Context: an optimization exercise on an open-source flow, tuned for small area. The choices shown serve that exercise and are no tape-out recipe. At most, simulation tests tie the RTL to the original design; equivalence was not proved. No functional check of the RTL was part of runs 4 and 5. Power figures rest on the tool's default switching activity, not on a simulated workload.

**flow/design.v**
```verilog
`default_nettype none
package soc_ifc_pkg;
    localparam int DATA_W     = 32;
    localparam int ADDR_W     = 6;
    localparam int FUSE_WORDS = 8;
    localparam int FUSE_SEL_W = $clog2(FUSE_WORDS);
    localparam logic [ADDR_W-1:0] ADDR_FUSE_BASE      = 6'h00;
    localparam logic [ADDR_W-1:0] ADDR_FUSE_WR_DONE   = 6'h08;
    localparam logic [ADDR_W-1:0] ADDR_WDT_T1_EN      = 6'h10;
    localparam logic [ADDR_W-1:0] ADDR_WDT_T1_RESTART = 6'h11;
    localparam logic [ADDR_W-1:0] ADDR_WDT_T1_PERIOD  = 6'h12;
    localparam logic [ADDR_W-1:0] ADDR_WDT_T2_EN      = 6'h13;
    localparam logic [ADDR_W-1:0] ADDR_WDT_T2_RESTART = 6'h14;
    localparam logic [ADDR_W-1:0] ADDR_WDT_T2_PERIOD  = 6'h15;
    localparam logic [ADDR_W-1:0] ADDR_WDT_STATUS     = 6'h16;
    localparam logic [ADDR_W-1:0] ADDR_ERROR_INTR_STS = 6'h17;
    localparam logic [ADDR_W-1:0] ADDR_HW_ERROR_FATAL = 6'h18;
    typedef enum logic [4:0] {
        REG_NONE = 5'd0,
        REG_FUSE,
        REG_FUSE_WR_DONE,
        REG_WDT_T1_EN,
        REG_WDT_T1_RESTART,
        REG_WDT_T1_PERIOD,
        REG_WDT_T2_EN,
        REG_WDT_T2_RESTART,
        REG_WDT_T2_PERIOD,
        REG_WDT_STATUS,
        REG_ERROR_INTR_STS,
        REG_HW_ERROR_FATAL
    } reg_idx_t;
    typedef struct packed {
        logic              req;
        logic              write;
        logic              soc_req;
        logic [ADDR_W-1:0] addr;
        logic [DATA_W-1:0] wdata;
    } soc_ifc_req_t;
    typedef struct packed {
        logic              valid;
        logic              err;
        logic [DATA_W-1:0] rdata;
    } soc_ifc_rsp_t;
    typedef struct packed {
        logic                  valid;
        reg_idx_t              idx;
        logic [FUSE_SEL_W-1:0] fuse_sel;
        logic                  write_en;
        logic                  err;
        logic [DATA_W-1:0]     wdata;
    } reg_op_t;
    typedef struct packed {
        logic              t1_en;
        logic              t2_en;
        logic              t1_restart;
        logic              t2_restart;
        logic [DATA_W-1:0] t1_period;
        logic [DATA_W-1:0] t2_period;
    } wdt_cfg_t;
    typedef struct packed {
        logic t2_timeout;
        logic t1_timeout;
    } wdt_status_t;
endpackage
`default_nettype wire
`timescale 1ns/1ps
`default_nettype none
module soc_ifc_top (
    input  wire                            clk,
    input  wire                            cptra_rst_b,
    input  wire soc_ifc_pkg::soc_ifc_req_t req_i,
    output soc_ifc_pkg::soc_ifc_rsp_t      rsp_o,
    output logic                           fuse_done_o,
    output logic                           error_intr_o,
    output logic                           cptra_error_fatal_o,
    output logic                           nmi_intr_o
);
    logic [4:0]  a1;         
    logic [31:0] wd1;        
    logic        v1, we1, re1;
    logic        done_q;
    logic        mapped, refuse;
    always_comb begin
        mapped = ~req_i.addr[5] & (~req_i.addr[3] | (req_i.addr[2:0] == 3'd0));
        refuse = ~mapped;
        if (req_i.addr[4:0] == 5'h08)
            refuse = refuse | (req_i.write & (~req_i.soc_req | done_q));
        else if (req_i.addr[4:3] == 2'b00)
            refuse = refuse | (req_i.write & done_q);
    end
    always_ff @(posedge clk or negedge cptra_rst_b) begin
        if (!cptra_rst_b) begin
            v1  <= 1'b0;
            we1 <= 1'b0;
            re1 <= 1'b0;
        end else begin
            v1  <= req_i.req;
            we1 <= req_i.req & req_i.write & ~refuse;
            re1 <= req_i.req & ~req_i.write & ~refuse;
        end
    end
    always_ff @(posedge clk) begin
        a1  <= req_i.addr[4:0];
        wd1 <= req_i.wdata;
    end
    function automatic logic wr(input logic [4:0] a);
        wr = we1 & (a1 == a);
    endfunction
    logic [7:0][31:0] fuse_q;
    logic [7:0]       fuse_vld;
    logic [31:0]      p1_q, p2_q;
    logic             p1_vld, p2_vld;
    logic             t1_en_q, t2_en_q;
    logic [1:0]       intr_q;
    logic             fatal_q;
    logic [1:0]       to_q, to_f;
    logic [31:0]      c1_q, c2_q;
    logic fuse_wr;
    assign fuse_wr = we1 & (a1[4:3] == 2'b00);
    logic [7:0]  fuse_ld;
    logic        p1_ld, p2_ld;
    always_comb begin
        for (int w = 0; w < 8; w++) fuse_ld[w] = fuse_wr & (a1[2:0] == w[2:0]);
        p1_ld = wr(5'h12);
        p2_ld = wr(5'h15);
    end
    always_ff @(posedge clk) begin
        for (int w = 0; w < 8; w++)
            fuse_q[w] <= ({32{fuse_ld[w]}} & wd1) | ({32{~fuse_ld[w]}} & fuse_q[w]);
        p1_q <= ({32{p1_ld}} & wd1) | ({32{~p1_ld}} & p1_q);
        p2_q <= ({32{p2_ld}} & wd1) | ({32{~p2_ld}} & p2_q);
    end
    always_ff @(posedge clk or negedge cptra_rst_b) begin
        if (!cptra_rst_b) begin
            fuse_vld <= '0;
            p1_vld   <= 1'b0;
            p2_vld   <= 1'b0;
            done_q   <= 1'b0;
            t1_en_q  <= 1'b0;
            t2_en_q  <= 1'b0;
        end else begin
            for (int w = 0; w < 8; w++)
                if (fuse_wr && a1[2:0] == w[2:0]) fuse_vld[w] <= 1'b1;
            if (wr(5'h12)) p1_vld <= 1'b1;
            if (wr(5'h15)) p2_vld <= 1'b1;
            if (wr(5'h08)) done_q  <= wd1[0];
            if (wr(5'h10)) t1_en_q <= wd1[0];
            if (wr(5'h13)) t2_en_q <= wd1[0];
        end
    end
    logic [1:0] svc;
    logic       rst1, rst2, fatal_clr;
    assign svc       = {2{wr(5'h17)}} & wd1[1:0];
    assign rst1      = wr(5'h11) & wd1[0];
    assign rst2      = wr(5'h14) & wd1[0];
    assign fatal_clr = wr(5'h18) & wd1[0];
    logic run1, run2, clr1, clr2, ge1, ge2;
    assign run1 = t1_en_q;
    assign clr1 = ~t1_en_q | rst1 | svc[0];
    assign run2 = t2_en_q | to_q[0];
    assign clr2 = ~run2 | rst2 | svc[1];
    logic [32:0] ge1_c, ge2_c;
    logic [32:0] all1_c, all2_c;
    always_comb begin
        ge1_c[0]  = 1'b1;
        ge2_c[0]  = 1'b1;
        all1_c[0] = 1'b1;
        all2_c[0] = 1'b1;
        for (int i = 0; i < 32; i++) begin
            ge1_c[i+1]  = (c1_q[i] & ~p1_q[i]) | ((c1_q[i] | ~p1_q[i]) & ge1_c[i]);
            ge2_c[i+1]  = (c2_q[i] & ~p2_q[i]) | ((c2_q[i] | ~p2_q[i]) & ge2_c[i]);
            all1_c[i+1] = all1_c[i] & c1_q[i];
            all2_c[i+1] = all2_c[i] & c2_q[i];
        end
    end
    assign ge1 = ~p1_vld | ge1_c[32];
    assign ge2 = ~p2_vld | ge2_c[32];
    logic inc1, inc2;
    assign inc1 = run1 & ~to_q[0] & ~ge1;
    assign inc2 = run2 & ~to_q[1] & ~ge2;
    always_ff @(posedge clk) begin
        c1_q <= {32{~clr1}} & (c1_q ^ ({32{inc1}} & all1_c[31:0]));
        c2_q <= {32{~clr2}} & (c2_q ^ ({32{inc2}} & all2_c[31:0]));
        to_f <= to_q;
    end
    logic fatal_cond;
    assign fatal_cond = to_q[1] & ~t2_en_q;
    always_ff @(posedge clk or negedge cptra_rst_b) begin
        if (!cptra_rst_b) begin
            to_q    <= '0;
            intr_q  <= '0;
            fatal_q <= 1'b0;
        end else begin
            to_q[0]   <= ~clr1 & (to_q[0] | (run1 & ge1));
            to_q[1]   <= ~clr2 & (to_q[1] | (run2 & ge2));
            intr_q[0] <= (intr_q[0] & ~svc[0]) | (to_q[0] & ~to_f[0]);
            intr_q[1] <= (intr_q[1] & ~svc[1]) | (to_q[1] & ~to_f[1] & t2_en_q);
            fatal_q   <= (fatal_q & ~fatal_clr) | fatal_cond;
        end
    end
    logic       v2, e2, re2;
    logic [4:0] a2;
    logic [1:0] dyn_q;
    always_ff @(posedge clk or negedge cptra_rst_b) begin
        if (!cptra_rst_b) begin
            v2    <= 1'b0;
            e2    <= 1'b0;
            re2   <= 1'b0;
            dyn_q <= '0;
        end else begin
            v2  <= v1;
            e2  <= v1 & ~we1 & ~re1;
            re2 <= re1;
            dyn_q <= {2{re1}} & ((a1 == 5'h16) ? to_q :
                                 (a1 == 5'h17) ? intr_q :
                                 (a1 == 5'h18) ? {1'b0, fatal_q} : 2'b00);
        end
    end
    always_ff @(posedge clk) a2 <= a1;
    logic [31:0] rdata;
    always_comb begin
        rdata = '0;
        for (int w = 0; w < 8; w++)
            if (re2 && fuse_vld[w] && a2 == w[4:0]) rdata = rdata | fuse_q[w];
        if (re2 && p1_vld && a2 == 5'h12) rdata = rdata | p1_q;
        if (re2 && p2_vld && a2 == 5'h15) rdata = rdata | p2_q;
        rdata[0] = rdata[0] | (re2 & ((a2 == 5'h08 & done_q) | (a2 == 5'h10 & t1_en_q)
                                     | (a2 == 5'h13 & t2_en_q)));
        rdata[1:0] = rdata[1:0] | dyn_q;
    end
    assign rsp_o.valid         = v2;
    assign rsp_o.err           = e2;
    assign rsp_o.rdata         = rdata;
    assign fuse_done_o         = done_q;
    assign error_intr_o        = |intr_q;
    assign cptra_error_fatal_o = fatal_cond;
    assign nmi_intr_o          = fatal_cond;
endmodule
`default_nettype wire
```
**flow/flow/run.sh**
```bash
#!/bin/bash
# Standard ORFS layout with these changes to how cells are chosen:
# - synthesis maps logic with an area-oriented ABC script (flow/abc_map.script)
#   in place of ORFS's speed script; everything else in synthesis is standard
# - ports get the smallest buffer
# - clock tree synthesis clusters more sinks per buffer and inserts no dummy loads
set -euo pipefail
work=$(pwd)
rm -rf "$work/scripts_area"
cp -r "$FLOW_HOME/scripts" "$work/scripts_area"
cp "$work/flow/abc_map.script" "$work/scripts_area/abc_speed.script"
export BUFFER_PORTS_ARGS="-buffer_cell sky130_fd_sc_hd__buf_1"
export CTS_ARGS="-sink_clustering_enable -repair_clock_nets -dont_use_dummy_load -sink_clustering_size 25 -sink_clustering_max_diameter 100"
SCRIPTS_DIR="$work/scripts_area" bash standard.sh synth > synth.log 2>&1
bash standard.sh > standard.log 2>&1
```
**flow/flow/abc_map.script**
```
strash
&get -n
&st
&dch
&nf -a
&st
&syn2
&dch
&nf -a
&put
topo
stime -c
```
**flow/standard.sh**
```bash
#!/bin/bash
# synth_recipe.tcl (not shown) runs the flow's synth.tcl, then flattens the netlist and writes it again
# the make line also repeats each setting of config.mk as NAME=value (left out here)
make -C /OpenROAD-flow-scripts/flow DESIGN_CONFIG=/design/flow/config.mk WORK_HOME=/design/flow/orfs CLKGATE_MAP_FILE= SYNTH_SCRIPT=/design/flow/synth_recipe.tcl "${@:-finish}"
```
**flow/config.mk**
```make
export PLATFORM = sky130hd
export DESIGN_NAME = soc_ifc_top
export DESIGN_NICKNAME = soc_ifc_top
export VERILOG_FILES = /design/flow/design.v
export SDC_FILE = /design/flow/constraint.sdc
export NUM_CORES = 4
export LEC_CHECK = 0
export CAP_MARGIN = 20
export CORE_MARGIN = 2
export CORE_UTILIZATION = 65
export PLACE_DENSITY = 0.75
export SLEW_MARGIN = 20
```
**flow/constraint.sdc**
```tcl
create_clock -name core_clock -period 5.0 [get_ports {clk}]
set_input_delay 1.0000 -clock core_clock [delete_from_list [all_inputs] [get_ports {clk}]]
set_output_delay 1.0000 -clock core_clock [all_outputs]
set_load 0.01 [all_outputs]
```
==> reports/results.ini, run 1 <==
[run_status]
outcome=no timing/DRC/antenna violations

[timing]
setup_violations=0
maxSlewViolCount=0
fin_hold_ws_ns=0.388
hold_viol_final=0
rsz0062_at_grt=false
worstMarginPinSlew_ns=1.11
setup_slack_ns=0.357
post-route-min-period_ns=4.64
max_slew_margin_pct=26.0
finClkSkew_ns=0.0501
finalCritPeriodShare_pct=92.9
max_freq_mhz=215
fin_setup_tns_ns=0

[clock_tree]
insertion_delay_ns=0.54
h-tree-depth=1
cts.reportedPaths.clkPinSlew_ns=0.10
tritoncts=done
postCtsHoldBufs=0
clock_sinks=454
clk_path_buf_depth=3
numCtsBuffers=22
clock_tree.root_cell=clkbuf_16

[grt]
grt_pass1_wl_um=58800
grt_max_degree=34
grt_pass1_vias=9979
grt_antenna_before_repair=0
grt_usage_pct=29.6
gr-total-overflow=0

[flow_run]
drv_cap=0

[place]
pre_cts_slack_ns=-0.00436
place_area_um2=17600
place_congestion=0.911
dp_hpwl_um=24300
io_buffer_count=80

[yosys]
syn_area_per_cell_um2=14.9
yosysUniqueCellTypes=52
synth-seq-cells=454
ys_warn_count=1
mappedNetlistArea_um2=16500
seq_area_frac_synth_pct=75.2
synth.area.top_cells=edfxtp_1 (58%), dfxtp_1 (13%), dfrtp_1 (3.9%)
syn_inst=1111
synth-edff-count=320
syn_nets=1156
post-synth-top-area-cell=edfxtp_1
synth_ff_type=edfxtp_1
ys_async_sr_fraction_pct=5.73
synth_top_area_share_pct=58.2

[floorplanning]
initial_core_util_pct=66.0
core_area_um2=25000
die_area_um2=26700
rows=58
io_pins=81
die_h_um=163
die_x_um=163

[finish]
layout_commonest_cell=edfxtp_1
mostFrequentLayoutCells=edfxtp_1 (320), dfxtp_1 (107), buf_1 (80), clkinv_1 (66), a222oi_1 (64)
final_area_um2=18200
syn_to_final_growth_pct=10.4
num-fill-cells=1621
nNetsFinal=1296
final-seq-area_um2=12400
drive_gt1_share_pct=6.89
antennaDiodeCount=0
multi_input_area_um2=3980

[critical_path]
crit_arrival_ns=5.10
path_buf_inv=0
r2r_setup_slack_ns=0.36
cpLargestDelayFamily=compound AO/OA/AOI/OAI gates
endpoint_kind=flip-flop
critical_path_required_ns=5.45
reg2reg_to=c2_q[30]$_DFF_P_
start_kind=flip-flop
critical_path_class=flip-flop to flip-flop
cp_max_fo=4
cpPeakStageDelay_ns=0.42
r2r_cells=26
cpMostUsedCell=a21oi_1
slowest_stage=a222oi_1

[power_and_ir_drop]
pwr_density_cell_nw_per_um2=331
power.leakage_nw=5.84
ir_drop_v=0.000260

[min_path]
holdPathEnd=v2$_DFF_PN0_
min_path_cells=0
min_path_type=flip-flop to flip-flop
hp-start=v1$_DFF_PN0_

[route]
wl_um=38900
wire_per_inst_um=24.6
via_per_inst=6.65
antenna_left=0
drt_iter0_markers=1456
remaining_drc_errors=0
drt-pass1-iter-count=8
vias=10500

cells by family after synthesis:
group,Yosys count,synth area share (%)
buffers and inverters,69,1.64
AOI/OAI and AO/OA,262,12.4
xor gates and xnor gates,20,1.06
DFF,454,75.2
and+or+nand+nor,301,9.37
muxes,3,0.204
adders and majority gates,2,0.151
where the power goes:
group	leakage, nW	total, mW	internal (mW)	switching (mW)
registers	4.11	4.11	4.06	0.0565
clock network	0.271	1.84	0.787	1.05
logic	1.46	0.0797	0.0291	0.0507
total	5.84	6.03	4.87	1.16
through the flow:
| stage | std cells | util (%) | total power, mW |
|---|---|---|---|
| 2_1_floorplan | 1111 | - | 4.22 |
| 3_3_place_gp | 1554 | 70.1 | 4.27 |
| 3_5_place_dp | 1555 | 70.2 | 4.28 |
| 4_1_cts | 1577 | 72.4 | 6.05 |
| 5_1_grt | 1579 | 72.9 | 6.19 |
| 6_report | 1579 | 72.9 | 6.03 |
worst max-delay path by stage:
stage,depth (start not counted),start,to
2_1_floorplan,5,a2[1]$_DFF_P_,rsp_o[12]
3_3_place_gp,26,flip-flop,c1_q[30]$_DFF_P_
3_5_place_dp,26,flip-flop,c1_q[30]$_DFF_P_
4_1_cts,26,c1_q[3]$_DFF_P_,c1_q[31]$_DFF_P_
5_1_grt,26,flip-flop,c1_q[31]$_DFF_P_
6_report,26,flip-flop,c2_q[30]$_DFF_P_
cell usage after synthesis, types with 4 or more instances:
cell type	instances
a22oi_1	55
and2_0	5
dfxtp_1	108
a222oi_1	64
and3_1	38
nand4_1	10
xnor2_1	20
clkinv_1	66
a21o_1	4
edfxtp_1	320
nor3b_1	10
o22ai_1	26
a22o_1	11
nor3_1	25
a31oi_1	5
a221oi_1	17
nor2b_1	21
nor2_1	63
o21ai_0	11
nand2b_1	16
nor4_1	5
or2_0	11
o2bb2ai_1	13
dfrtp_1	26
nand3_1	28
nand2_1	58
a21oi_1	34
metal layers:
layer / routed length [um] / vias up / part of all wire (%) / track usage, %
li1: - / 4691 / - / -
met1: 16000 / 5134 / 41 / 45.0
met2: 17900 / 613 / 46 / 46.1
met3: 3980 / 61 / 10 / 3.48
met4: 996 / 0 / 2.6 / 8.49
met5: 0 / - / 0 / 0
cell type report:
type                    instances  area share (%)
multi-input cells             588            21.8
inverters                      66            1.36
clock buffers                  22            3.02
well taps                     330            2.26
flip-flops and latches        454            68.1
repair buffers                119            3.47
repair_timing:
action / 4_1_cts / 5_1_grt
gates cloned: 0 / 0
setup buffers: 0 / 1
pin swaps: 0 / 20
setup endpoints to repair: 2 / 30
resized for setup: 1 / 15
==> run 2, diff against run 1 <==
--- a/flow/config.mk
+++ b/flow/config.mk
@@ -9,4 +9,5 @@
 export CORE_MARGIN = 2
 export CORE_UTILIZATION = 65
+export GPL_TIMING_DRIVEN = 0
 export PLACE_DENSITY = 0.75
 export SLEW_MARGIN = 20
==> run 2 against run 1 <==
  * Cell area rose by 3.9%
  * Worst setup slack got worse by 0.20 ns
  * Register-to-register slack got worse by 0.20 ns
  * Critical path depth rose by 1
  * Maximum frequency fell by 4.2%
  * Utilization rose by 2.9 points
==> reports/results.ini, run 2 <==
[run_status]
outcome=no timing/DRC/antenna violations

[yosys]
synth_common_cells=edfxtp_1 (320), dfxtp_1 (108), clkinv_1 (66)
syn_inst=1111  ; unchanged
synth.area.top_cells=edfxtp_1 (58%), dfxtp_1 (13%), dfrtp_1 (3.9%)
yosysUniqueCellTypes=52  ; unchanged
syn_area_per_cell_um2=14.9  ; unchanged
synth_top_area_share_pct=58.2  ; unchanged
post-synth-top-area-cell=edfxtp_1
synth-edff-count=320  ; unchanged
syn_nets=1156  ; unchanged
seq_area_frac_synth_pct=75.2  ; unchanged
ys_warn_count=1  ; unchanged
synth-seq-cells=454  ; unchanged
synth_ff_type=edfxtp_1
mappedNetlistArea_um2=16500  ; unchanged
ys_async_sr_fraction_pct=5.73  ; unchanged
synth_most_common_cell=edfxtp_1

[timing]
setup_slack_ns=0.155  ; -0.202 ns
hold_viol_final=0  ; unchanged
fin_setup_tns_ns=0  ; unchanged
finClkSkew_ns=0.0589  ; +0.00877 ns
finalCritPeriodShare_pct=96.9  ; +4.0 points
fin_hold_ws_ns=0.399  ; +0.0115 ns
max_slew_margin_pct=34.3  ; +8.3 points
setup_violations=0  ; unchanged
post-route-min-period_ns=4.85  ; +0.202 ns
worstMarginPinSlew_ns=0.983  ; -0.127 ns
rsz0062_at_grt=true
maxSlewViolCount=0  ; unchanged
max_freq_mhz=206  ; -4.2%

[finish]
drive_gt1_share_pct=11.6  ; +4.7 points
stdcell_count=1600  ; +1.3%
syn_to_final_growth_pct=14.8
nNetsFinal=1317  ; +1.6%
final_area_um2=19000  ; +3.9%
mostFrequentLayoutCells=edfxtp_1 (320), dfxtp_1 (106), buf_1 (79), a222oi_1 (64), clkinv_1 (64)
num-fill-cells=1500  ; -7.5%
antennaDiodeCount=0  ; unchanged
utilization_pct=75.7  ; +2.9 points
final-seq-area_um2=12400  ; about the same
multi_input_area_um2=4170  ; +4.8%
layout_commonest_cell=edfxtp_1

[floorplanning]
die_x_um=163  ; unchanged
initial_core_util_pct=66.0  ; unchanged
die_h_um=163  ; unchanged
core_area_um2=25000  ; unchanged
die_area_um2=26700  ; unchanged
rows=58  ; unchanged
io_pins=81  ; unchanged

[critical_path]
critical_path_required_ns=5.45  ; about the same
cpLargestDelayFamily=compound AO/OA/AOI/OAI gates
start_kind=flip-flop
slowest_stage=edfxtp_1
r2r_setup_slack_ns=0.15  ; -0.20 ns
critical_path_class=flip-flop to flip-flop
cp_max_fo=5  ; +1
endpoint_kind=flip-flop
cpPeakStageDelay_ns=0.43  ; about the same
path_buf_inv=1  ; +1
r2r_cells=27  ; +3.8%
reg2reg_to=c2_q[30]$_DFF_P_
crit_arrival_ns=5.30  ; +0.20 ns

[grt]
grt_pass1_vias=10400  ; +3.9%
grt_antenna_before_repair=0  ; unchanged
gr-total-overflow=0  ; unchanged
grt_pass1_wl_um=60400  ; +2.6%
grt_max_degree=34  ; unchanged
grt_usage_pct=30.6  ; +0.90 points

[clock_tree]
tritoncts=done
postCtsHoldBufs=0  ; unchanged
clock_sinks=454  ; unchanged
clk_path_buf_depth=3  ; unchanged
clock_tree.root_cell=clkbuf_16
cts.reportedPaths.clkPinSlew_ns=0.10  ; about the same
insertion_delay_ns=0.55  ; about the same
numCtsBuffers=22  ; unchanged
h-tree-depth=1  ; unchanged

[power_and_ir_drop]
power.leakage_nw=6.13  ; +5.0%
power_mw=6.06  ; +0.55%
pwr_density_cell_nw_per_um2=320  ; -3.2%
p_comb_share_pct=1.4  ; about the same
p_sw_mw=1.19  ; +2.5%
p_sw_share_pct=19.6  ; +0.38 points
p_seq_share_pct=67.9  ; -0.3 points
p_clk_share_pct=30.7  ; +0.2 points
ir_drop_v=0.000402  ; +54%
power.internal_mw=4.88  ; about the same

[place]
place_congestion=0.865  ; -5.1%
pre_cts_slack_ns=-1.10  ; -1.09 ns
dp_hpwl_um=26900  ; +11%
place_area_um2=18000  ; +2.5%
place_inst=1561  ; +0.39%
io_buffer_count=80  ; unchanged

[route]
vias=10800  ; +2.4%
remaining_drc_errors=0  ; unchanged
wire_per_inst_um=25.6  ; +3.8%
drt-pass1-iter-count=6  ; -2
wl_um=40900  ; +5.1%
drt_iter0_markers=1323  ; -9.1%
antenna_left=0  ; unchanged
via_per_inst=6.72  ; +1.1%

[min_path]
hp-start=to_f[1]$_DFF_P_
min_path_cells=1  ; +1
min_path_type=flip-flop to flip-flop
holdPathEnd=intr_q[1]$_DFF_PN0_

[flow_run]
drv_cap=0  ; unchanged

[run 2: cell counts after synthesis]
No cell type changed its count.
[run 2: logic make-up (layout without fill, tap and decap cells)]
group | after synthesis | count (layout) | synth area share [%]
buffers and inverters | 69 | 228 | 1.64
DFF | 454 | 454 | 75.2
muxes | 3 | 3 | 0.204
adders and majority gates | 2 | 2 | 0.151
and+or+nand+nor | 301 | 301 | 9.37
xor gates and xnor gates | 20 | 20 | 1.06
AOI/OAI and AO/OA | 262 | 262 | 12.4
[run 2: what timing repair did]
action                                  4_1_cts  5_1_grt
resized for setup                            16       43
endpoints found under the setup margin       29       44
pin swaps                                    13       39
setup buffers                                 7       10
[run 2: layer usage]
layer / track usage (%) / part of all wire (%) / up-vias
met2: 47.7 / 47 / 626
met3: 6.27 / 11 / 83
li1: - / - / 4741
met5: 0 / 0 / -
met4: 9.57 / 2.7 / 0
met1: 43.9 / 39 / 5302
[run 2: how the worst max path moves through the flow]
| stage | start | to | slack, ns | cells after the start |
|---|---|---|---|---|
| global route | flip-flop | c2_q[30]$_DFF_P_ | -0.20 | 27 |
| global placement | a2[1]$_DFF_P_ | rsp_o[12] | -4.22 | 6 |
| detailed placement | flip-flop | c1_q[30]$_DFF_P_ | -1.10 | 26 |
| floorplan | a2[1]$_DFF_P_ | rsp_o[12] | 0.18 | 5 |
| CTS | flip-flop | c2_q[11]$_DFF_P_ | 0.003 | 26 |
| finish | flip-flop | c2_q[30]$_DFF_P_ | 0.15 | 27 |
[run 2: final cells by class]
class                           count  area share [%]
Buffer                              3           0.119
Clock buffer                       22            2.90
Inverter                           66            1.31
Multi-Input combinational cell    588            22.0
Sequential cell                   454            65.5
Tap cell                          330            2.18
Timing Repair Buffer              137            5.97
[run 2: power groups by stage]
stage / sequential, mW / combinational (mW) / clock (mW)
floorplan: 4.17 / 0.0418 / 0
global placement: 4.19 / 0.0745 / 0
detailed placement: 4.20 / 0.0834 / 0
CTS: 4.11 / 0.0842 / 1.87
global route: 4.12 / 0.0946 / 2.00
finish: 4.11 / 0.0867 / 1.86
==> run 3, diff against run 2 <==
==> flow/flow/run.sh (replaced) <==
#!/bin/bash
# Standard ORFS layout with three changes to how cells are chosen:
# ports get the smallest buffer, and clock tree synthesis clusters more
# sinks per buffer and inserts no dummy loads.
set -euo pipefail
export BUFFER_PORTS_ARGS="-buffer_cell sky130_fd_sc_hd__buf_1"
export CTS_ARGS="-sink_clustering_enable -repair_clock_nets -dont_use_dummy_load -sink_clustering_size 25 -sink_clustering_max_diameter 100"
bash standard.sh > standard.log 2>&1
--- a/flow/config.mk
+++ b/flow/config.mk
@@ -9,5 +9,4 @@
 export CORE_MARGIN = 2
 export CORE_UTILIZATION = 65
-export GPL_TIMING_DRIVEN = 0
 export PLACE_DENSITY = 0.75
 export SLEW_MARGIN = 20
removed: flow/flow/abc_map.script
==> run 3 against run 2 <==
  * Sequential share of layout area rose by 0.32 points
  * Register-to-register slack improved by 1.7 ns
  * Non-clock buffer count fell by 34
  * Critical path depth fell by 20
  * Highest routed layer is now met5
==> reports/results.ini, run 3 <==
[yosys]
yosysUniqueCellTypes=79  ; +52%
synth_top_area_share_pct=54.7  ; -3.4 points
ys_async_sr_fraction_pct=5.73  ; unchanged
seq_area_frac_synth_pct=70.7  ; -4.4 points
syn_inst=1274  ; +15%
synth.area.top_cells=edfxtp_1 (55%), dfxtp_1 (12%), dfrtp_1 (3.7%)
synth-adder-area-share_pct=0.826  ; +0.67 points
synthMuxAreaShare_pct=0.541  ; +0.34 points
synth_most_common_cell=edfxtp_1
synthXorXnorAreaFrac_pct=0.947  ; -0.11 points
synth-compound-area-share_pct=12.8  ; +0.42 points
synth-simple-area-share_pct=11.4  ; +2.0 points
ys_warn_count=1  ; unchanged
synth_common_cells=edfxtp_1 (320), dfxtp_1 (108), nand2_1 (70)
synth_ff_type=edfxtp_1
mappedNetlistArea_um2=17600  ; +6.3%
syn_area_per_cell_um2=13.8  ; -7.3%
synth-seq-cells=454  ; unchanged
synth-edff-count=320  ; unchanged
synth_top_family_by_area=compound AO/OA/AOI/OAI gates
post-synth-top-area-cell=edfxtp_1
syn_nets=1319  ; +14%

[finish]
antennaDiodeCount=0  ; unchanged
multi_input_area_um2=4740  ; +14%
layout_commonest_cell=edfxtp_1
num-fill-cells=1807  ; +20%
stdcell_count=1680  ; +5.0%
nNetsFinal=1386  ; +5.2%
final-seq-area_um2=12400  ; about the same
mostFrequentLayoutCells=edfxtp_1 (320), dfxtp_1 (108), buf_1 (80), nand2_1 (70), a222oi_1 (62)
drive_gt1_share_pct=6.95  ; -4.6 points
syn_to_final_growth_pct=7.42

[clock_tree]
cts.reportedPaths.clkPinSlew_ns=0.10  ; about the same
postCtsHoldBufs=0  ; unchanged
cts_setup_buffers=0  ; -7
cts_resized=0  ; -16
clk_path_buf_depth=3  ; unchanged
clock_sinks=454  ; unchanged
tritoncts=done
insertion_delay_ns=0.55  ; about the same
numCtsBuffers=22  ; unchanged
clock_tree.root_cell=clkbuf_16
h-tree-depth=1  ; unchanged

[floorplanning]
initial_core_util_pct=65.7  ; -0.28 points
io_pins=81  ; unchanged
core_area_um2=26700  ; +6.7%
die_x_um=168  ; +3.0%
die_h_um=168  ; +3.0%
rows=60  ; +3.4%
die_area_um2=28400  ; +6.1%

[timing]
finalCritPeriodShare_pct=80.6  ; -16 points
maxSlewViolCount=0  ; unchanged
setup_violations=0  ; unchanged
post-route-min-period_ns=4.03  ; -0.816 ns
worstMarginPinSlew_ns=1.01  ; +0.0284 ns
rsz0062_at_grt=false
finClkSkew_ns=0.0520  ; -0.00687 ns
max_slew_margin_pct=32.3  ; -2.0 points
max_freq_mhz=248  ; +20%
hold_viol_final=0  ; unchanged
fin_setup_tns_ns=0  ; unchanged

[critical_path]
cpPeakStageDelay_ns=0.75  ; +0.32 ns
cp_max_fo=21  ; +16
start_kind=flip-flop
cpMostUsedCell=and3_1
r2r_cells=9  ; -67%
crit_arrival_ns=3.03  ; -2.27 ns
slowest_stage=and3_1
cp_cell_sequence=nor4bb_1 > and3_1 > buf_12 > a22oi_1 > and3_1 > nand2_1 > buf_1
critical_path_required_ns=4.00  ; -1.45 ns
crit_end=rsp_o[18]
r2r_setup_slack_ns=1.82  ; +1.67 ns
critical_path_class=flip-flop to output port
endpoint_kind=output port
startpoint=re2$_DFF_PN0_
reg2reg_to=c1_q[0]$_DFF_P_

[grt]
grt_pass1_wl_um=64400  ; +6.7%
grt_antenna_before_repair=1  ; +1
grt_pass1_vias=10900  ; +5.2%
grt_usage_pct=30.2  ; -0.38 points
gr-total-overflow=0  ; unchanged
grt_max_degree=34  ; unchanged

[route]
drt_iter0_markers=1604  ; +21%
antenna_left=0  ; unchanged
wire_per_inst_um=25.3  ; -0.91%
wl_um=42600  ; +4.0%
remaining_drc_errors=0  ; unchanged
vias=11400  ; +6.1%
drt-pass1-iter-count=8  ; +2
via_per_inst=6.79  ; +1.0%

[run_status]
outcome=no timing/DRC/antenna violations

[power_and_ir_drop]
pwr_density_cell_nw_per_um2=322  ; +0.74%
power.leakage_nw=6.09  ; -0.77%
p_clk_share_pct=30.5  ; -0.2 points
p_seq_share_pct=67.8  ; about the same
p_comb_share_pct=1.7  ; +0.3 points
p_sw_mw=1.19  ; +0.41%
ir_drop_v=0.000336  ; -16%
p_sw_share_pct=19.6  ; +0.034 points
power_mw=6.08  ; +0.23%
power.internal_mw=4.89  ; +0.19%

[place]
place_congestion=0.879  ; +1.6%
place_inst=1658  ; +6.2%
io_buffer_count=80  ; unchanged
dp_hpwl_um=26100  ; -3.0%

[min_path]
min_path_type=flip-flop to flip-flop
hp-start=v1$_DFF_PN0_

[flow_run]
drv_cap=0  ; unchanged

-- run 3: cell count changes in the layout (fill, tap and decap cells not counted), sizes merged, moves of 18 or more --
cell / previous run / this run
o22ai: 26 / 6
nand2b: 16 / 34
inv: 1 / 56
clkinv: 65 / 0
buf: 140 / 106
-- run 3: cell families (layout without fill, tap and decap cells) --
logic type	after synthesis	in the layout
compound gates	284	284
mux	9	9
fa+ha+maj	14	14
flops	454	454
buf+inv	119	184
simple gates	375	375
xor+xnor	19	19
-- run 3: area by class of cell --
| class | count | share of cell area [%] |
|---|---|---|
| inverters | 56 | 1.11 |
| clock buffers | 22 | 2.92 |
| well taps | 341 | 2.26 |
| multi-input cells | 701 | 25.1 |
| repair buffers | 106 | 2.76 |
| flip-flops and latches | 454 | 65.8 |
-- run 3: worst min-delay path by stage --
stage | to | slack (ns) | cells after the start
final | v2$_DFF_PN0_ | 0.38 | 0
after global routing | v2$_DFF_PN0_ | 0.40 | 0
after CTS | v2$_DFF_PN0_ | 0.38 | 0
after detailed placement | v2$_DFF_PN0_ | 0.36 | 0
after global placement | v2$_DFF_PN0_ | 0.35 | 0
after floorplan | v2$_DFF_PN0_ | 0.35 | 0
-- run 3: power groups by stage --
| stage | combinational [mW] | sequential (mW) | clock [mW] |
|---|---|---|---|
| 6_report | 0.102 | 4.12 | 1.85 |
| 5_1_grt | 0.112 | 4.13 | 1.99 |
| 4_1_cts | 0.103 | 4.12 | 1.87 |
| 3_5_place_dp | 0.103 | 4.21 | 0 |
| 3_3_place_gp | 0.0990 | 4.20 | 0 |
| 2_1_floorplan | 0.0631 | 4.18 | 0 |
-- run 3: critical path: cells and delay by family, from the launching register on --
family	cells	cell delay, ns
AND/OR/NAND/NOR	4	1.53
buffers and inverters	2	0.42
flip-flops	1	0.40
AO/OA/AOI/OAI	1	0.10
-- run 3: stage by stage --
| step | setup slack, ns | util (%) | cell area [um2] | hold slack [ns] |
|---|---|---|---|---|
| finish | 0.971 | 70.6 | 18900 | 0.384 |
| global route | 0.822 | 70.6 | 18900 | 0.396 |
| CTS | 1.01 | 70.6 | 18900 | 0.384 |
| detailed placement | 1.61 | 68.5 | 18300 | 0.361 |
| global placement | 1.63 | 68.5 | 18300 | 0.352 |
| floorplan | 0.654 | - | 17600 | 0.346 |
-- run 3: layer usage --
metal	GRT usage (%)	wire, um
met4	7.72	903
met1	42.8	17000
met3	5.29	4290
met2	49.3	20400
met5	0	13
==> run 4, diff against run 3 <==
--- a/flow/design.v
+++ b/flow/design.v
@@ -115,5 +115,5 @@
     logic             fatal_q;
     logic [1:0]       to_q, to_f;
-    logic [31:0]      c1_q, c2_q;
+    logic [31:0]      cn1_q, cn2_q;
     logic fuse_wr;
     assign fuse_wr = we1 & (a1[4:3] == 2'b00);
@@ -160,27 +160,38 @@
     assign run2 = t2_en_q | to_q[0];
     assign clr2 = ~run2 | rst2 | svc[1];
-    logic [32:0] ge1_c, ge2_c;
-    logic [32:0] all1_c, all2_c;
-    always_comb begin
-        ge1_c[0]  = 1'b1;
-        ge2_c[0]  = 1'b1;
-        all1_c[0] = 1'b1;
-        all2_c[0] = 1'b1;
+    logic [32:0] lt1_c, lt2_c;
+    always_comb begin
+        lt1_c[0] = 1'b0;
+        lt2_c[0] = 1'b0;
         for (int i = 0; i < 32; i++) begin
-            ge1_c[i+1]  = (c1_q[i] & ~p1_q[i]) | ((c1_q[i] | ~p1_q[i]) & ge1_c[i]);
-            ge2_c[i+1]  = (c2_q[i] & ~p2_q[i]) | ((c2_q[i] | ~p2_q[i]) & ge2_c[i]);
-            all1_c[i+1] = all1_c[i] & c1_q[i];
-            all2_c[i+1] = all2_c[i] & c2_q[i];
-        end
-    end
-    assign ge1 = ~p1_vld | ge1_c[32];
-    assign ge2 = ~p2_vld | ge2_c[32];
-    logic inc1, inc2;
-    assign inc1 = run1 & ~to_q[0] & ~ge1;
-    assign inc2 = run2 & ~to_q[1] & ~ge2;
+            lt1_c[i+1] = (cn1_q[i] & p1_q[i]) | ((cn1_q[i] | p1_q[i]) & lt1_c[i]);
+            lt2_c[i+1] = (cn2_q[i] & p2_q[i]) | ((cn2_q[i] | p2_q[i]) & lt2_c[i]);
+        end
+    end
+    assign ge1 = ~p1_vld | ~lt1_c[32];
+    assign ge2 = ~p2_vld | ~lt2_c[32];
+    logic cnt1, cnt2;
+    assign cnt1 = run1 & ~to_q[0];
+    assign cnt2 = run2 & ~to_q[1];
+    function automatic logic [31:0] dec_mask(input logic [31:0] cn, input logic lz);
+        logic z;
+        z = 1'b1;
+        for (int i = 0; i < 16; i++) begin
+            dec_mask[i] = z;
+            z = z & ~cn[i];
+        end
+        z = lz;
+        for (int i = 16; i < 32; i++) begin
+            dec_mask[i] = z;
+            z = z & ~cn[i];
+        end
+    endfunction
+    logic lz1_q, lz2_q;
     always_ff @(posedge clk) begin
-        c1_q <= {32{~clr1}} & (c1_q ^ ({32{inc1}} & all1_c[31:0]));
-        c2_q <= {32{~clr2}} & (c2_q ^ ({32{inc2}} & all2_c[31:0]));
-        to_f <= to_q;
+        cn1_q <= {32{clr1}} | (cn1_q ^ ({32{cnt1}} & dec_mask(cn1_q, lz1_q)));
+        cn2_q <= {32{clr2}} | (cn2_q ^ ({32{cnt2}} & dec_mask(cn2_q, lz2_q)));
+        lz1_q <= ~clr1 & (cnt1 ? (cn1_q[15:0] == 16'h0001) : lz1_q);
+        lz2_q <= ~clr2 & (cnt2 ? (cn2_q[15:0] == 16'h0001) : lz2_q);
+        to_f  <= to_q;
     end
     logic fatal_cond;
==> flow/flow/run.sh (replaced) <==
#!/bin/bash
# Standard ORFS layout with these changes to how cells are chosen:
# - synthesis maps logic with an area-oriented ABC script (flow/abc_map.script)
#   in place of ORFS's speed script; everything else in synthesis is standard,
#   so registers keep the standard synthesis's names and cell types
# - every port gets the smallest buffer (buf_1)
# - clock tree synthesis uses clkbuf_8 over clusters of up to 16 sinks and
#   inserts no dummy loads
# Each step's full output goes to its own log here (synth.log, standard.log)
# and ORFS's per-step logs stay under orfs/logs.
set -euo pipefail
work=$(pwd)
rm -rf "$work/scripts_area"
cp -r "$FLOW_HOME/scripts" "$work/scripts_area"
cp "$work/flow/abc_map.script" "$work/scripts_area/abc_speed.script"
export BUFFER_PORTS_ARGS="-buffer_cell sky130_fd_sc_hd__buf_1"
export CTS_ARGS="-sink_clustering_enable -repair_clock_nets -dont_use_dummy_load -buf_list sky130_fd_sc_hd__clkbuf_8 -sink_clustering_size 16 -sink_clustering_max_diameter 80"
SCRIPTS_DIR="$work/scripts_area" bash standard.sh synth > synth.log 2>&1
bash standard.sh > standard.log 2>&1
==> flow/flow/abc_map.script (new file) <==
strash
&get -n
&st
&dch
&nf -a
&st
&syn2
&dch
&nf -a
&st
&syn2
&dch
&nf -a -R 1000
&put
topo
stime -c
==> run 4 against run 3 <==
  * Highest routed layer is now met4
  * Hold slack improved by 0.0050 ns
  * Sequential power about the same
  * Power shrank 3.1%
  * Utilization is 1.8 points higher
  * Final cell count shrank 12%
  * Critical path type is now flip-flop to flip-flop
  * Combinational power decreased by 21%
  * Global-route usage is 0.78 points lower
==> reports/results.ini, run 4 <==
[yosys]
seq_area_frac_synth_pct=77.3  ; +6.6 points
synth_ff_type=edfxtp_1
synth_top_area_share_pct=59.6  ; +4.9 points
post-synth-top-area-cell=edfxtp_1
mappedNetlistArea_um2=16100  ; -8.2%
ys_warn_count=1  ; unchanged
synth_common_cells=edfxtp_1 (320), dfxtp_1 (110), a222oi_1 (94)
syn_inst=1020  ; -20%
syn_area_per_cell_um2=15.8  ; +15%
yosysUniqueCellTypes=47  ; -41%
synth.area.top_cells=edfxtp_1 (60%), dfxtp_1 (14%), a222oi_1 (5.8%)
ys_async_sr_fraction_pct=5.70  ; -0.025 points
synth_most_common_cell=edfxtp_1
synth-seq-cells=456  ; +0.44%
syn_nets=1065  ; -19%
synth-edff-count=320  ; unchanged

[floorplanning]
io_pins=81  ; unchanged
rows=57  ; -5.0%
core_area_um2=24300  ; -9.0%
die_area_um2=26100  ; -8.0%
die_h_um=161  ; -4.1%
die_x_um=161  ; -4.1%
initial_core_util_pct=66.3  ; +0.55 points

[clock_tree]
h-tree-depth=2  ; +1
clk_path_buf_depth=3  ; unchanged
tritoncts=done
insertion_delay_ns=0.54  ; about the same
postCtsHoldBufs=0  ; unchanged
clock_sinks=456  ; +0.44%
numCtsBuffers=34  ; +55%
cts.reportedPaths.clkPinSlew_ns=0.10  ; about the same
clock_tree.root_cell=clkbuf_8

[critical_path]
slowest_stage=edfxtp_1
cpPeakStageDelay_ns=0.46  ; -0.29 ns
critical_path_required_ns=5.49  ; +1.49 ns
crit_arrival_ns=4.98  ; +1.95 ns
start_kind=flip-flop
critical_path_class=flip-flop to flip-flop
endpoint_kind=flip-flop
cp_max_fo=3  ; -86%

[finish]
final_area_um2=17600  ; -6.7%
utilization_pct=72.4  ; +1.8 points
layout_commonest_cell=edfxtp_1
nNetsFinal=1208  ; -13%
mostFrequentLayoutCells=edfxtp_1 (320), dfxtp_1 (110), a222oi_1 (94), buf_1 (80), nand2_1 (71)
syn_to_final_growth_pct=9.24
antennaDiodeCount=0  ; unchanged
drive_gt1_share_pct=6.72  ; -0.23 points
stdcell_count=1485  ; -12%

[place]
place_inst=1450  ; -13%
dp_hpwl_um=22800  ; -13%
place_area_um2=17100  ; -6.5%
place_congestion=0.871  ; -0.90%
io_buffer_count=80  ; unchanged
pre_cts_slack_ns=0.492  ; -1.12 ns

[route]
remaining_drc_errors=0  ; unchanged
wl_um=37700  ; -11%
drt-pass1-iter-count=5  ; -3
vias=9997  ; -12%
antenna_left=0  ; unchanged
via_per_inst=6.73  ; -0.82%
wire_per_inst_um=25.4  ; +0.24%
drt_iter0_markers=1497  ; -6.7%

[grt]
grt_antenna_before_repair=0  ; -1
grt_max_degree=35  ; +2.9%
grt_pass1_vias=9746  ; -11%
gr-total-overflow=0  ; unchanged
grt_pass1_wl_um=57400  ; -11%
grt_usage_pct=29.4  ; -0.78 points

[timing]
finalCritPeriodShare_pct=89.8  ; +9.2 points
max_freq_mhz=223  ; -10%
finClkSkew_ns=0.0391  ; -0.0129 ns
setup_violations=0  ; unchanged
fin_hold_ws_ns=0.389  ; +0.00503 ns
worstMarginPinSlew_ns=1.16  ; +0.146 ns
max_slew_margin_pct=22.8  ; -9.5 points
setup_slack_ns=0.509  ; -0.462 ns
maxSlewViolCount=0  ; unchanged
hold_viol_final=0  ; unchanged
post-route-min-period_ns=4.49  ; +0.462 ns
fin_setup_tns_ns=0  ; unchanged

[flow_run]
drv_cap=0  ; unchanged

[power_and_ir_drop]
power.leakage_nw=5.76  ; -5.3%
ir_drop_v=0.000307  ; -8.7%
power_mw=5.89  ; -3.1%
pwr_density_cell_nw_per_um2=334  ; +3.8%

[min_path]
min_path_type=flip-flop to flip-flop

[run_status]
outcome=no timing/DRC/antenna violations

run 4: logic make-up after synthesis:
family | Yosys count | share of synthesized area, %
flops | 456 | 77.3
xor+xnor | 8 | 0.435
fa+ha+maj | 3 | 0.217
compound gates | 281 | 13.4
buf+inv | 9 | 0.279
simple gates | 260 | 8.15
mux | 3 | 0.210
run 4: timing repair:
item / 4_1_cts / 5_1_grt
hold endpoints to repair: 0 / 0
gates resized for setup: 0 / 2
setup endpoints to repair: 0 / 1
setup buffers: 0 / 1
run 4: metal layers:
| layer | global-route usage [%] | vias to the layer above | share of wire (%) |
|---|---|---|---|
| met2 | 49.2 | 477 | 49 |
| li1 | - | 4502 | - |
| met1 | 40.7 | 4948 | 40 |
| met5 | 0 | - | 0 |
| met4 | 8.97 | 0 | 2.3 |
| met3 | 4.39 | 70 | 8.4 |
run 4: cell type report:
cell class,count,area [um2]
Multi-Input combinational cell,555,3710
Sequential cell,456,12500
Inverter,6,22.5
Timing Repair Buffer,110,538
Clock buffer,34,468
Tap cell,324,405
Fill cell,1611,6710
run 4: final timing paths:
kind / startpoint / to / slack, ns / depth (start not counted)
worst max-delay path: flip-flop / to_q[1]$_DFF_PN0_ / 0.51 / 28
worst min-delay path: v1$_DFF_PN0_ / v2$_DFF_PN0_ / 0.39 / 0
worst max register to register: flip-flop / to_q[1]$_DFF_PN0_ / 0.51 / 28
worst min register to register: v1$_DFF_PN0_ / v2$_DFF_PN0_ / 0.39 / 0
max in group asynchronous: cptra_rst_b / p1_vld$_DFFE_PN0P_ / 4.30 / 2
min in group asynchronous: cptra_rst_b / fuse_vld[7]$_DFFE_PN0P_ / 0.42 / 2
run 4: critical path, delay by kind of cell, from the launching register on:
family / cells / cell delay [ns]
AO/OA/AOI/OAI: 27 / 3.89
AND/OR/NAND/NOR: 1 / 0.09
flip-flops: 1 / 0.46
run 4: where the power goes:
| group | leakage, nW | switching (mW) | total, mW | internal (mW) |
|---|---|---|---|---|
| Sequential | 4.13 | 0.0556 | 4.13 | 4.07 |
| Clock | 0.244 | 1.07 | 1.68 | 0.615 |
| Combinational | 1.39 | 0.0521 | 0.0809 | 0.0288 |
==> run 5, diff against run 4 <==
--- a/flow/flow/run.sh
+++ b/flow/flow/run.sh
@@ -15,5 +15,5 @@
 cp "$work/flow/abc_map.script" "$work/scripts_area/abc_speed.script"
 export BUFFER_PORTS_ARGS="-buffer_cell sky130_fd_sc_hd__buf_1"
-export CTS_ARGS="-sink_clustering_enable -repair_clock_nets -dont_use_dummy_load -buf_list sky130_fd_sc_hd__clkbuf_8 -sink_clustering_size 16 -sink_clustering_max_diameter 80"
+export CTS_ARGS="-sink_clustering_enable -repair_clock_nets -dont_use_dummy_load -buf_list sky130_fd_sc_hd__clkbuf_4 -sink_clustering_size 10 -sink_clustering_max_diameter 50"
 SCRIPTS_DIR="$work/scripts_area" bash standard.sh synth > synth.log 2>&1
 bash standard.sh > standard.log 2>&1
==> run 5 against run 4 <==
  * Global-route usage increased by 0.092 points
  * Synthesized cell count unchanged
  * Via count increased by 0.67%
  * Combinational power about the same
  * Register-to-register slack about the same
  * Critical path depth increased by 1
  * Synthesized area unchanged
  * Wire length increased by 0.51%
  * Hold slack got worse by 0.13 ns
  * Cell area decreased by 0.45%
  * Utilization decreased by 0.33 points
  * Largest power group unchanged
  * Highest routed layer unchanged
==> reports/results.ini, run 5 <==
[finish]
drive_gt1_share_pct=8.06  ; +1.3 points
layout_commonest_cell=edfxtp_1
mostFrequentLayoutCells=edfxtp_1 (320), dfxtp_1 (110), a222oi_1 (94), buf_1 (80), nand2_1 (71)
syn_to_final_growth_pct=8.74
utilization_pct=72.1  ; -0.33 points
nNetsFinal=1225  ; +1.4%

[timing]
finalCritPeriodShare_pct=89.8  ; about the same
setup_violations=0  ; unchanged
max_slew_margin_pct=20.9  ; -1.9 points
maxSlewViolCount=0  ; unchanged
hold_viol_final=0  ; unchanged
worstMarginPinSlew_ns=1.19  ; +0.0289 ns
post-route-min-period_ns=4.49  ; -0.000459 ns
fin_setup_tns_ns=0  ; unchanged
finClkSkew_ns=0.0772  ; +0.0381 ns
max_freq_mhz=223  ; about the same
rsz0062_at_grt=false

[yosys]
mappedNetlistArea_um2=16100  ; unchanged
syn_nets=1065  ; unchanged
synth.area.top_cells=edfxtp_1 (60%), dfxtp_1 (14%), a222oi_1 (5.8%)
yosysUniqueCellTypes=47  ; unchanged
seq_area_frac_synth_pct=77.3  ; unchanged
syn_area_per_cell_um2=15.8  ; unchanged
synth_ff_type=edfxtp_1
syn_inst=1020  ; unchanged
ys_warn_count=1  ; unchanged
synth_top_area_share_pct=59.6  ; unchanged
ys_async_sr_fraction_pct=5.70  ; unchanged
synth_common_cells=edfxtp_1 (320), dfxtp_1 (110), a222oi_1 (94)
synth-edff-count=320  ; unchanged
synth-seq-cells=456  ; unchanged
synth_most_common_cell=edfxtp_1
post-synth-top-area-cell=edfxtp_1

[clock_tree]
h-tree-depth=2  ; unchanged
clock_sinks=456  ; unchanged
postCtsHoldBufs=0  ; unchanged
clock_tree.root_cell=clkbuf_4
numCtsBuffers=51  ; +50%
tritoncts=done
cts.reportedPaths.clkPinSlew_ns=0.11  ; about the same
clk_path_buf_depth=3  ; unchanged
insertion_delay_ns=0.72  ; +0.18 ns

[critical_path]
r2r_setup_slack_ns=0.51  ; about the same
start_kind=flip-flop
crit_arrival_ns=5.09  ; +0.11 ns
endpoint_kind=flip-flop
reg2reg_to=to_q[0]$_DFF_PN0_
cpPeakStageDelay_ns=0.42  ; -0.04 ns
critical_path_class=flip-flop to flip-flop
cp_max_fo=2  ; -1
path_buf_inv=0  ; unchanged
r2r_cells=29  ; +3.6%
slowest_stage=edfxtp_1
critical_path_required_ns=5.60  ; +0.11 ns
cpMostUsedCell=o21ai_0
cpLargestDelayFamily=compound AO/OA/AOI/OAI gates

[power_and_ir_drop]
p_comb_share_pct=1.4  ; about the same
pwr_density_cell_nw_per_um2=328  ; -1.9%
power.leakage_nw=5.75  ; -0.17%
p_sw_share_pct=20.5  ; +0.59 points
ir_drop_v=0.000225  ; -27%
p_clk_share_pct=26.8  ; -1.7 points
p_seq_share_pct=71.8  ; +1.7 points
p_sw_mw=1.18  ; +0.50%
power.internal_mw=4.57  ; -3.1%

[floorplanning]
die_h_um=161  ; unchanged
io_pins=81  ; unchanged
initial_core_util_pct=66.3  ; unchanged
die_x_um=161  ; unchanged
rows=57  ; unchanged
core_area_um2=24300  ; unchanged
die_area_um2=26100  ; unchanged

[run_status]
outcome=no timing/DRC/antenna violations

[route]
vias=10100  ; +0.67%
drt_iter0_markers=1496  ; -0.067%
wl_um=37900  ; +0.51%
drt-pass1-iter-count=6  ; +1
remaining_drc_errors=0  ; unchanged
via_per_inst=6.69  ; -0.60%
antenna_left=0  ; unchanged
wire_per_inst_um=25.2  ; -0.76%

[grt]
grt_pass1_wl_um=57500  ; +0.29%
grt_pass1_vias=9974  ; +2.3%
met1_usage_pct=40.1  ; -0.59 points
gr-total-overflow=0  ; unchanged
grt_max_degree=35  ; unchanged
grt_antenna_before_repair=1  ; +1
met3_usage_pct=5.11  ; +0.72 points
grt_use_met2_pct=49.4  ; +0.19 points
grt_usage_pct=29.5  ; +0.092 points
busiest_layer=met2

[flow_run]
drv_cap=0  ; unchanged

[min_path]
min_path_type=primary input to asynchronous set/reset pin

[place]
io_buffer_count=80  ; unchanged
dp_hpwl_um=22800  ; unchanged
place_congestion=0.871  ; unchanged

[run 5: cell counts after synthesis]
Identical to the previous run, type by type.
[run 5: worst max-delay path by stage]
| stage | start | endpoint | slack (ns) | cells past startpoint |
|---|---|---|---|---|
| 4_1_cts | flip-flop | to_q[0]$_DFF_PN0_ | 0.43 | 29 |
| 2_1_floorplan | a2[1]$_DFF_P_ | rsp_o[23] | 0.54 | 5 |
| 6_report | flip-flop | to_q[0]$_DFF_PN0_ | 0.51 | 29 |
| 5_1_grt | flip-flop | to_q[0]$_DFF_PN0_ | 0.007 | 29 |
| 3_5_place_dp | flip-flop | to_q[0]$_DFF_PN0_ | 0.49 | 29 |
| 3_3_place_gp | flip-flop | to_q[0]$_DFF_PN0_ | 0.45 | 29 |
[run 5: timing repair]
| action | CTS | global route |
|---|---|---|
| endpoints found under the setup margin | 0 | 1 |
| resized for setup | 0 | 2 |
| setup buffers | 0 | 1 |
[run 5: power groups by stage]
stage / logic [mW] / registers, mW / clock network [mW]
finish: 0.0810 / 4.13 / 1.54
global route: 0.0888 / 4.14 / 1.71
CTS: 0.0812 / 4.13 / 1.56
detailed placement: 0.0812 / 4.21 / 0
global placement: 0.0783 / 4.21 / 0
floorplan: 0.0409 / 4.19 / 0
[run 5: metrics by stage]
step	setup slack, ns	total power, mW	hold slack, ns	cells	cell area (um2)
3_5_place_dp	0.492	4.29	0.368	1450	17100
2_1_floorplan	0.536	4.23	0.346	1020	16100
4_1_cts	0.435	5.77	0.245	1501	17500
6_report	0.509	5.75	0.261	1504	17500
3_3_place_gp	0.453	4.29	0.354	1450	17100
5_1_grt	0.00674	5.93	0.274	1504	17500
[run 5: logic make-up (layout without fill, tap and decap cells)]
group	Yosys count	in the layout	synth area share, %
DFF	456	456	77.3
muxes	3	3	0.210
adders and majority gates	3	3	0.217
other	0	2	0
AOI/OAI and AO/OA	281	281	13.4
buffers and inverters	9	167	0.279
and+or+nand+nor	260	260	8.15
xor gates and xnor gates	8	8	0.435
[run 5: per-layer routing]
| metal | share of wire, % | vias up |
|---|---|---|
| met4 | 2.2 | 0 |
| met5 | 0 | - |
| met1 | 40 | 4926 |
| li1 | - | 4561 |
| met3 | 8.8 | 75 |
| met2 | 49 | 502 |
[run 5: area by class of cell]
class / count / area, um2
Antenna cell: 2 / 5.00
Inverter: 6 / 22.5
Fill cell: 1634 / 6790
Clock buffer: 51 / 383
Multi-Input combinational cell: 555 / 3710
Tap cell: 324 / 405
Sequential cell: 456 / 12500
Timing Repair Buffer: 110 / 538
[run 5: worst register-to-register path, delay by kind of cell (launching register included)]
| family | cells | cell delay (ns) |
|---|---|---|
| adders and majority gates | 1 | 0.35 |
| and+or+nand+nor | 1 | 0.07 |
| DFF | 1 | 0.42 |
| AOI/OAI and AO/OA | 27 | 3.56 |
==> run 6, diff against run 5 <==
--- a/flow/design.v
+++ b/flow/design.v
@@ -118,16 +118,9 @@
     logic fuse_wr;
     assign fuse_wr = we1 & (a1[4:3] == 2'b00);
-    logic [7:0]  fuse_ld;
-    logic        p1_ld, p2_ld;
-    always_comb begin
-        for (int w = 0; w < 8; w++) fuse_ld[w] = fuse_wr & (a1[2:0] == w[2:0]);
-        p1_ld = wr(5'h12);
-        p2_ld = wr(5'h15);
-    end
     always_ff @(posedge clk) begin
         for (int w = 0; w < 8; w++)
-            fuse_q[w] <= ({32{fuse_ld[w]}} & wd1) | ({32{~fuse_ld[w]}} & fuse_q[w]);
-        p1_q <= ({32{p1_ld}} & wd1) | ({32{~p1_ld}} & p1_q);
-        p2_q <= ({32{p2_ld}} & wd1) | ({32{~p2_ld}} & p2_q);
+            if (fuse_wr && a1[2:0] == w[2:0]) fuse_q[w] <= wd1;
+        if (wr(5'h12)) p1_q <= wd1;
+        if (wr(5'h15)) p2_q <= wd1;
     end
     always_ff @(posedge clk or negedge cptra_rst_b) begin
--- a/flow/flow/run.sh
+++ b/flow/flow/run.sh
@@ -15,5 +15,5 @@
 cp "$work/flow/abc_map.script" "$work/scripts_area/abc_speed.script"
 export BUFFER_PORTS_ARGS="-buffer_cell sky130_fd_sc_hd__buf_1"
-export CTS_ARGS="-sink_clustering_enable -repair_clock_nets -dont_use_dummy_load -buf_list sky130_fd_sc_hd__clkbuf_4 -sink_clustering_size 10 -sink_clustering_max_diameter 50"
+export CTS_ARGS="-sink_clustering_enable -repair_clock_nets -dont_use_dummy_load -buf_list sky130_fd_sc_hd__clkbuf_8 -sink_clustering_size 16 -sink_clustering_max_diameter 80"
 SCRIPTS_DIR="$work/scripts_area" bash standard.sh synth > synth.log 2>&1
 bash standard.sh > standard.log 2>&1
--- a/flow/config.mk
+++ b/flow/config.mk
@@ -8,5 +8,5 @@
 export CAP_MARGIN = 20
 export CORE_MARGIN = 2
-export CORE_UTILIZATION = 65
-export PLACE_DENSITY = 0.75
+export CORE_UTILIZATION = 75
+export PLACE_DENSITY = 0.85
 export SLEW_MARGIN = 20
==> run 6 against run 5 <==
  * Still clean on timing, DRC and antenna
  * First-iteration DRC count shrank 1.1%
  * Non-clock buffer count shrank 8
  * Via count rose by 2.9%
  * Cell area shrank 0.29%
  * Worst setup slack improved by 0.043 ns
  * Synthesized area is 0.18% higher
  * Sequential share of layout area up 0.21 points
  * Sequential power about the same
  * Largest cell class unchanged
  * Largest power group unchanged
==> reports/results.ini, run 6 <==
[run_status]
outcome=no timing/DRC/antenna violations

[clock_tree]
cts.reportedPaths.clkPinSlew_ns=0.10  ; about the same
clock_sinks=456  ; unchanged
insertion_delay_ns=0.55  ; -0.17 ns
cts_setup_buffers=0  ; unchanged
cts_resized=0  ; unchanged
clk_path_buf_depth=3  ; unchanged
tritoncts=done
postCtsHoldBufs=0  ; unchanged
h-tree-depth=2  ; unchanged
numCtsBuffers=34  ; -33%
clock_tree.root_cell=clkbuf_8

[timing]
worstMarginPinSlew_ns=1.11  ; -0.0776 ns
maxSlewViolCount=0  ; unchanged
max_slew_margin_pct=26.1  ; +5.2 points
rsz0062_at_grt=false
hold_viol_final=0  ; unchanged
fin_setup_tns_ns=0  ; unchanged
max_freq_mhz=225  ; +0.96%
setup_violations=0  ; unchanged
post-route-min-period_ns=4.45  ; -0.0428 ns
fin_hold_ws_ns=0.390  ; +0.129 ns
setup_slack_ns=0.552  ; +0.0428 ns
finClkSkew_ns=0.0527  ; -0.0245 ns
finalCritPeriodShare_pct=89.0  ; -0.86 points

[route]
antenna_left=0  ; unchanged
top_layer=met4
wire_per_inst_um=25.9  ; +2.6%
drt_iter0_markers=1480  ; -1.1%
remaining_drc_errors=0  ; unchanged
vias=10400  ; +2.9%
via_per_inst=7.20  ; +7.5%
met3_length_um=4060  ; +21%
wl_met2_um=18600  ; -0.42%
met1Wirelength_um=13700  ; -8.8%
drt-pass1-iter-count=9  ; +3
wl_um=37200  ; -1.8%

[yosys]
synth-edff-count=320  ; unchanged
ys_warn_count=1  ; unchanged
synth_most_common_cell=edfxtp_1
synth_top_area_share_pct=59.5  ; -0.11 points
synth.area.top_cells=edfxtp_1 (60%), dfxtp_1 (14%), dfrtp_1 (4.0%)
syn_nets=1076  ; +1.0%
synth_ff_type=edfxtp_1
seq_area_frac_synth_pct=77.2  ; -0.14 points
ys_async_sr_fraction_pct=5.70  ; unchanged
syn_inst=1031  ; +1.1%
post-synth-top-area-cell=edfxtp_1
synth_common_cells=edfxtp_1 (320), dfxtp_1 (110), nand2_1 (75)
mappedNetlistArea_um2=16100  ; +0.18%
synth-seq-cells=456  ; unchanged
syn_area_per_cell_um2=15.7  ; -0.89%
yosysUniqueCellTypes=48  ; +2.1%

[power_and_ir_drop]
p_clk_share_pct=28.3  ; +1.5 points
power.leakage_nw=5.67  ; -1.5%
power.internal_mw=4.72  ; +3.2%
p_seq_share_pct=70.4  ; -1.4 points
power_mw=5.87  ; +2.1%
p_comb_share_pct=1.4  ; about the same
pwr_density_cell_nw_per_um2=336  ; +2.4%
p_sw_mw=1.15  ; -2.3%
p_sw_share_pct=19.6  ; -0.88 points
ir_drop_v=0.000292  ; +30%

[floorplanning]
core_area_um2=21100  ; -13%
initial_core_util_pct=76.6  ; +10 points
die_x_um=151  ; -6.7%
rows=53  ; -7.0%
die_h_um=151  ; -6.7%
die_area_um2=22700  ; -13%
io_pins=81  ; unchanged

[finish]
utilization_pct=82.9  ; +11 points
antennaDiodeCount=0  ; -2
mostFrequentLayoutCells=edfxtp_1 (320), dfxtp_1 (110), buf_1 (80), nand2_1 (75), a222oi_1 (62)
syn_to_final_growth_pct=8.23
drive_gt1_share_pct=5.93  ; -2.1 points
layout_commonest_cell=edfxtp_1
largest_reg_flops=256
nNetsFinal=1211  ; -1.1%
top_register=fuse_q

[grt]
gr-total-overflow=0  ; unchanged
grt_antenna_before_repair=0  ; -1
grt_max_degree=35  ; unchanged
grt_pass1_wl_um=56500  ; -1.7%
grt_usage_pct=33.8  ; +4.3 points
grt_pass1_vias=10200  ; +2.5%

[critical_path]
critical_path_required_ns=4.00  ; -1.60 ns
cp_max_fo=15  ; +13
endpoint_kind=output port
critical_path_class=flip-flop to output port
start_kind=flip-flop
crit_arrival_ns=3.45  ; -1.64 ns

[place]
pre_cts_slack_ns=0.693  ; +0.201 ns
io_buffer_count=80  ; unchanged
dp_hpwl_um=22400  ; -1.8%
place_congestion=0.871  ; unchanged

[min_path]
min_path_type=flip-flop to flip-flop

[flow_run]
drv_cap=0  ; unchanged

## run 6: cell count changes in the layout (fill, tap and decap cells not counted), moves of 5 or more
cell / before / now
clkbuf_8: 0 / 34
a221o_1: 9 / 2
a221oi_1: 7 / 25
a22oi_1: 12 / 51
or4_1: 3 / 9
buf_4: 29 / 22
o21ai_0: 49 / 54
a222oi_1: 94 / 62
nand2b_1: 8 / 3
and3_1: 10 / 28
nand3_1: 69 / 50
clkbuf_4: 51 / 0
a21boi_0: 31 / 3
a22o_1: 0 / 16
## run 6: layout make-up
type                            instances  area [um2]
Inverter                                8        30.0
Fill cell                            1076        3610
Timing Repair Buffer                  102         465
Multi-Input combinational cell        564        3710
Sequential cell                       456       12500
Tap cell                              275         344
Clock buffer                           34         468
## run 6: critical path, cell delays in order (launching register included)
cell	delay (ns)
dfxtp_1	0.45
nor4bb_1	0.60
and3_1	0.91
buf_4	0.38
a222oi_1	0.12
and3_1	0.22
nand2_1	0.07
buf_1	0.16
## run 6: power groups by stage
stage                     sequential (mW)  clock (mW)  combinational (mW)
after floorplan                      4.19           0              0.0413
after global placement               4.21           0              0.0759
after CTS                            4.13        1.66              0.0800
after global routing                 4.14        1.80              0.0874
after detailed placement             4.21           0              0.0792
final                                4.13        1.66              0.0806
## run 6: path summary, 6_finish.rpt
check,from,end,slack (ns),cells past startpoint
setup reg to reg,to_q[0]$_DFF_PN0_,cn1_q[31]$_DFF_P_,0.65,15
min in group asynchronous,cptra_rst_b,we1$_DFF_PN0_,0.44,2
hold / removal,a1[3]$_DFF_P_,a2[3]$_DFF_P_,0.39,0
setup / recovery,a2[2]$_DFF_P_,rsp_o[25],0.55,7
hold reg to reg,a1[3]$_DFF_P_,a2[3]$_DFF_P_,0.39,0
max in group asynchronous,cptra_rst_b,fuse_vld[7]$_DFFE_PN0P_,4.27,2
## run 6: through the flow
stage               area (um2)  cells
floorplan                16100   1031
global placement         17000   1405
detailed placement       17000   1405
CTS                      17500   1439
global route             17500   1439
finish                   17500   1439
## run 6: per-layer routing
metal  global-route usage (%)  up-vias
li1                         -     4502
met1                     45.9     5101
met2                     56.3      674
met3                     6.55       78
met4                     11.1        0
met5                        0        -
## run 6: logic make-up after synthesis
| group | share of synthesized area, % |
|---|---|
| adder cells (fa/ha/maj) | 0.155 |
| AND/OR/NAND/NOR | 8.26 |
| buffers and inverters | 0.325 |
| multiplexers | 0.209 |
| flip-flops | 77.2 |
| XOR/XNOR | 0.488 |
| AO/OA/AOI/OAI | 13.4 |

[re-timing with driven ports]
How much do the figures lean on ideal ports? The routed layouts below were timed once more, with nothing changed but the port constraints.
Step 1 sets driving cells, clkbuf_16 on the clock port and buf_2 on the other inputs (assumed; they add their load-dependent delay and slew).
Step 2 times the ports against the registers' clock, not the clock port: input delays grow and output delays shrink by t, the midpoint of the rising clock arrivals with the driver on.
Three values: no drivers, after step 1, after step 2; two values: the first two.
run	t (ns)	setup slack, ns	hold WS [ns]	cell pins on the clock port's net
run 1	0.562	0.357 / 0.357 / 0.357	0.388 / 0.388 / 0.388	1
run 2	0.574	0.155 / 0.155 / 0.155	0.399 / 0.399 / 0.399	1
run 3	0.573	0.971 / 0.924 / 1.496	0.384 / 0.384 / 0.384	1
run 4	0.575	0.509 / 0.509 / 0.509	0.389 / 0.389 / 0.389	1
run 5	0.730	0.509 / 0.509 / 0.509	0.261 / 0.238 / 0.431	1
run 6	0.575	0.552 / 0.506 / 0.646	0.390 / 0.390 / 0.390	1
After both steps every run listed still meets setup and hold.
